Source: an optimization exercise on an open RTL-to-GDS flow (aim: small area, a short achievable clock period and few clock cycles). Production flows keep margins and buffers that such runs may drop. In this exercise RTL edits were held to simulation tests only and were not proved equivalent to the original.

==> flow/design.v (excerpt) <==
module fp_pow_int #(
    parameter int unsigned NBITS = 8
) (
    input  logic             CLK,
    input  logic             RST,
    input  logic             start,
    input  logic [31:0]      X,
    input  logic [NBITS-1:0] N,
    output logic             busy,
    output logic             done,
    output logic [31:0]      result,
    output logic             overflow,
    output logic             underflow
);
==> flow/config.mk <==
export PLATFORM = sky130hd
export DESIGN_NAME = fp_pow_int
export DESIGN_NICKNAME = fp_pow_int
export VERILOG_FILES = /design/flow/design.v
export SDC_FILE = /design/flow/constraint.sdc
export NUM_CORES = 4
export LEC_CHECK = 0
export CAP_MARGIN = 20
export CORE_MARGIN = 2
export CORE_UTILIZATION = 40
export SLEW_MARGIN = 20
export SYNTH_HIERARCHICAL = 1
==> flow/constraint.sdc <==
create_clock -name core_clock -period 14.0 [get_ports {CLK}]
set_input_delay 2.8000 -clock core_clock [delete_from_list [all_inputs] [get_ports {CLK}]]
set_output_delay 2.8000 -clock core_clock [all_outputs]
set_load 0.01 [all_outputs]
standard.sh (not shown) runs the stock make flow with config.mk's settings and CLKGATE_MAP_FILE= SYNTH_SCRIPT=/design/flow/synth_recipe.tcl, a recipe that flattens the netlist after the stock synthesis.
==> flow/flow/run.sh <==
#!/bin/bash
# The standard layout, with timing repair (after clock tree synthesis and after
# global routing) aiming at a setup slack of SETUP_SLACK_MARGIN ns instead of 0.
# The clock period and constraints are the standard flow's, unchanged.
set -euo pipefail
bash standard.sh SETUP_SLACK_MARGIN=6 finish > layout.log 2>&1
Testbench counts at the start, summed over its fixed seeds: cycles 99,639.
Rerun with:
Settings changed: ABC_AREA from default to 1, PLACE_DENSITY from default to 0.7.
Outcome: Area after synthesis rises by 4.8%. Register-to-register slack is better by 390 ps. Sequential share of layout area is higher by 0.17 points. Cell area came out lower by 3.0%. Core utilization came out lower by 3.4 points. Global-route usage decreases by 4.8 points.
Rerun with:
--- a/flow/flow/run.sh
+++ b/flow/flow/run.sh
@@ -5,2 +5,2 @@
 set -euo pipefail
-bash standard.sh SETUP_SLACK_MARGIN=6 finish > layout.log 2>&1
+bash standard.sh SETUP_SLACK_MARGIN=7 finish > layout.log 2>&1
Settings changed: ABC_AREA 1 to default, PLACE_DENSITY 0.7 to default.
The new run finished with timing, DRC and antenna clean.
Setup slack degrades by 230 ps.
Cell count is lower by about 13%.
Worst hold slack degrades by 19 ps.
Sequential share of layout area is lower by 0.29 points.
Wire length is higher by about 13%.
Rerun with:
--- a/flow/flow/run.sh
+++ b/flow/flow/run.sh
@@ -5,2 +5,2 @@
 set -euo pipefail
-bash standard.sh SETUP_SLACK_MARGIN=7 finish > layout.log 2>&1
+bash standard.sh SETUP_SLACK_MARGIN=5.5 finish > layout.log 2>&1
Settings changed: ABC_AREA from default to 1.
Result: Worst setup slack got worse by 220 ps. Final area decreases by 4.9%. Count of clock-buffer cells in the layout goes up by 1. Non-clock buffer count goes down by 96. Synthesized area came out higher by 4.8%. Register-to-register slack got worse by 220 ps. Core utilization fell by 4.3 points.

Starting RTL as in the previous note.
==> flow/config.mk <==
export PLATFORM = sky130hd
export DESIGN_NAME = fp_pow_int
export DESIGN_NICKNAME = fp_pow_int
export VERILOG_FILES = /design/flow/design.v
export SDC_FILE = /design/flow/constraint.sdc
export NUM_CORES = 4
export LEC_CHECK = 0
export ABC_AREA = 1
export CAP_MARGIN = 20
export CORE_MARGIN = 2
export CORE_UTILIZATION = 40
export SLEW_MARGIN = 20
export SYNTH_HIERARCHICAL = 1
==> flow/constraint.sdc <==
create_clock -name core_clock -period 14.0 [get_ports {CLK}]
set_input_delay 2.8000 -clock core_clock [delete_from_list [all_inputs] [get_ports {CLK}]]
set_output_delay 2.8000 -clock core_clock [all_outputs]
set_load 0.01 [all_outputs]
==> flow/flow/run.sh <==
#!/bin/bash
# The standard layout, with timing repair (after clock tree synthesis and after
# global routing) aiming at a setup slack of SETUP_SLACK_MARGIN ns instead of 0.
# The clock period and constraints are the standard flow's, unchanged.
set -euo pipefail
bash standard.sh SETUP_SLACK_MARGIN=6.5 finish > layout.log 2>&1
Testbench counts at the start, summed over its fixed seeds: cycles 99,639.
Then changed:
==> flow/run.sh (new file) <==
#!/bin/bash
# synth_recipe.tcl (not shown) runs the flow's synth.tcl, then flattens the netlist and writes it again
# the make line also repeats each setting of config.mk as NAME=value (left out here)
make -C /OpenROAD-flow-scripts/flow DESIGN_CONFIG=/design/flow/config.mk WORK_HOME=/design/flow/orfs CLKGATE_MAP_FILE= SYNTH_SCRIPT=/design/flow/synth_recipe.tcl finish
SETUP_SLACK_MARGIN = 5   (was default)
removed: flow/flow/run.sh
removed: flow/standard.sh
The changed run ran to the end with no violations.
Routed wire length goes down by 5.3%.
Global-route usage goes down by 0.44 points.
Setup slack loses 1.3 ns.
Non-clock buffer count goes down by 62.
Worst hold slack stays flat.
Die area stays the same.
Area after synthesis is unchanged.
Then changed:
==> flow/flow/run.sh (new file) <==
#!/bin/bash
# The standard layout, with timing repair (after clock tree synthesis and after
# global routing) aiming at a setup slack of SETUP_SLACK_MARGIN ns instead of 0.
# The clock period and constraints are the standard flow's, unchanged.
set -euo pipefail
bash standard.sh SETUP_SLACK_MARGIN=10 finish > layout.log 2>&1
==> flow/standard.sh (new file) <==
#!/bin/bash
# synth_recipe.tcl (not shown) runs the flow's synth.tcl, then flattens the netlist and writes it again
# the make line also repeats each setting of config.mk as NAME=value (left out here)
make -C /OpenROAD-flow-scripts/flow DESIGN_CONFIG=/design/flow/config.mk WORK_HOME=/design/flow/orfs CLKGATE_MAP_FILE= SYNTH_SCRIPT=/design/flow/synth_recipe.tcl "${@:-finish}"
SETUP_SLACK_MARGIN = default   (was 5)
removed: flow/run.sh
=> Hold slack degrades by 0.0037 ns. Synthesized area does not change. First-iteration DRC count rose by a quarter to a third. Cell area is higher by about a fifth. Global-route usage is higher by 3.5 points. Setup slack gets better by 1.6 ns. Clock skew is about the same. Register-to-register slack improved by 1.6 ns. Core utilization rose by 6.4 points. Via count rose by a little under a tenth. Wire length rose by about a fifth.
Then changed:
--- a/flow/flow/run.sh
+++ b/flow/flow/run.sh
@@ -4,3 +4,3 @@
 # The clock period and constraints are the standard flow's, unchanged.
 set -euo pipefail
-bash standard.sh SETUP_SLACK_MARGIN=10 finish > layout.log 2>&1
+bash standard.sh SETUP_SLACK_MARGIN=9 finish > layout.log 2>&1
After rerunning:
- synthesized area stays the same
- die area stays the same
- routed wire length falls by 1.8%
- register-to-register slack hardly moves
- count of clock-buffer cells in the layout is unchanged
- setup slack loses 0.015 ns
Then changed:
--- a/flow/flow/run.sh
+++ b/flow/flow/run.sh
@@ -4,3 +4,3 @@
 # The clock period and constraints are the standard flow's, unchanged.
 set -euo pipefail
-bash standard.sh SETUP_SLACK_MARGIN=9 finish > layout.log 2>&1
+bash standard.sh SETUP_SLACK_MARGIN=7 finish > layout.log 2>&1
- hold slack got worse by 0.0089 ns
- critical path depth is lower by 3
- final area is higher slightly
- sequential share of layout area is about the same
- fmax is lower by a few percent

## port drivers added, routing unchanged
Ports are ideal in the flow. The routed layouts listed here were re-timed in OpenROAD. Step 1: set_driving_cell puts a clkbuf_16 on CLK and a buf_2 on each other input, an assumption about the parent block. Step 2 also shifts input and output timing later by t, the mid clock arrival at the registers, as if the neighbouring blocks saw the same clock. a / b / c = no drivers / after step 1 / after step 2; a / b = the first two.
| run | shift t [ns] | slack for setup (ns) | worst setup path at the end | slew at the worst register clock pin (ns) | pins driven straight from the clock port |
|---|---|---|---|---|---|
| the first run of note 1 | 0.402 | 5.939 / 5.939 / 5.939 | register to register | 0.08 / 0.08 | 1 |
| the second run of note 1 | 0.380 | 6.331 / 6.331 / 6.331 | register to register | 0.08 / 0.08 | 1 |
| the third run of note 1 | 0.394 | 6.097 / 6.097 / 6.097 | register to register | 0.08 / 0.08 | 1 |
| the fourth run of note 1 | 0.396 | 5.874 / 5.874 / 5.874 | register to register | 0.08 / 0.08 | 1 |
| the first run of note 2 | 0.400 | 6.655 / 6.655 / 6.655 | register to register | 0.08 / 0.08 | 1 |
| the second run of note 2 | 0.396 | 5.348 / 5.348 / 5.348 | register to register | 0.08 / 0.08 | 1 |
| the third run of note 2 | 0.385 | 6.994 / 6.994 / 6.994 | register to register | 0.08 / 0.08 | 1 |
| the fourth run of note 2 | 0.390 | 6.980 / 6.980 / 6.980 | register to register | 0.08 / 0.08 | 1 |
| the fifth run of note 2 | 0.400 | 6.787 / 6.787 / 6.787 | register to register | 0.08 / 0.08 | 1 |
After both steps every run listed still meets setup and hold.
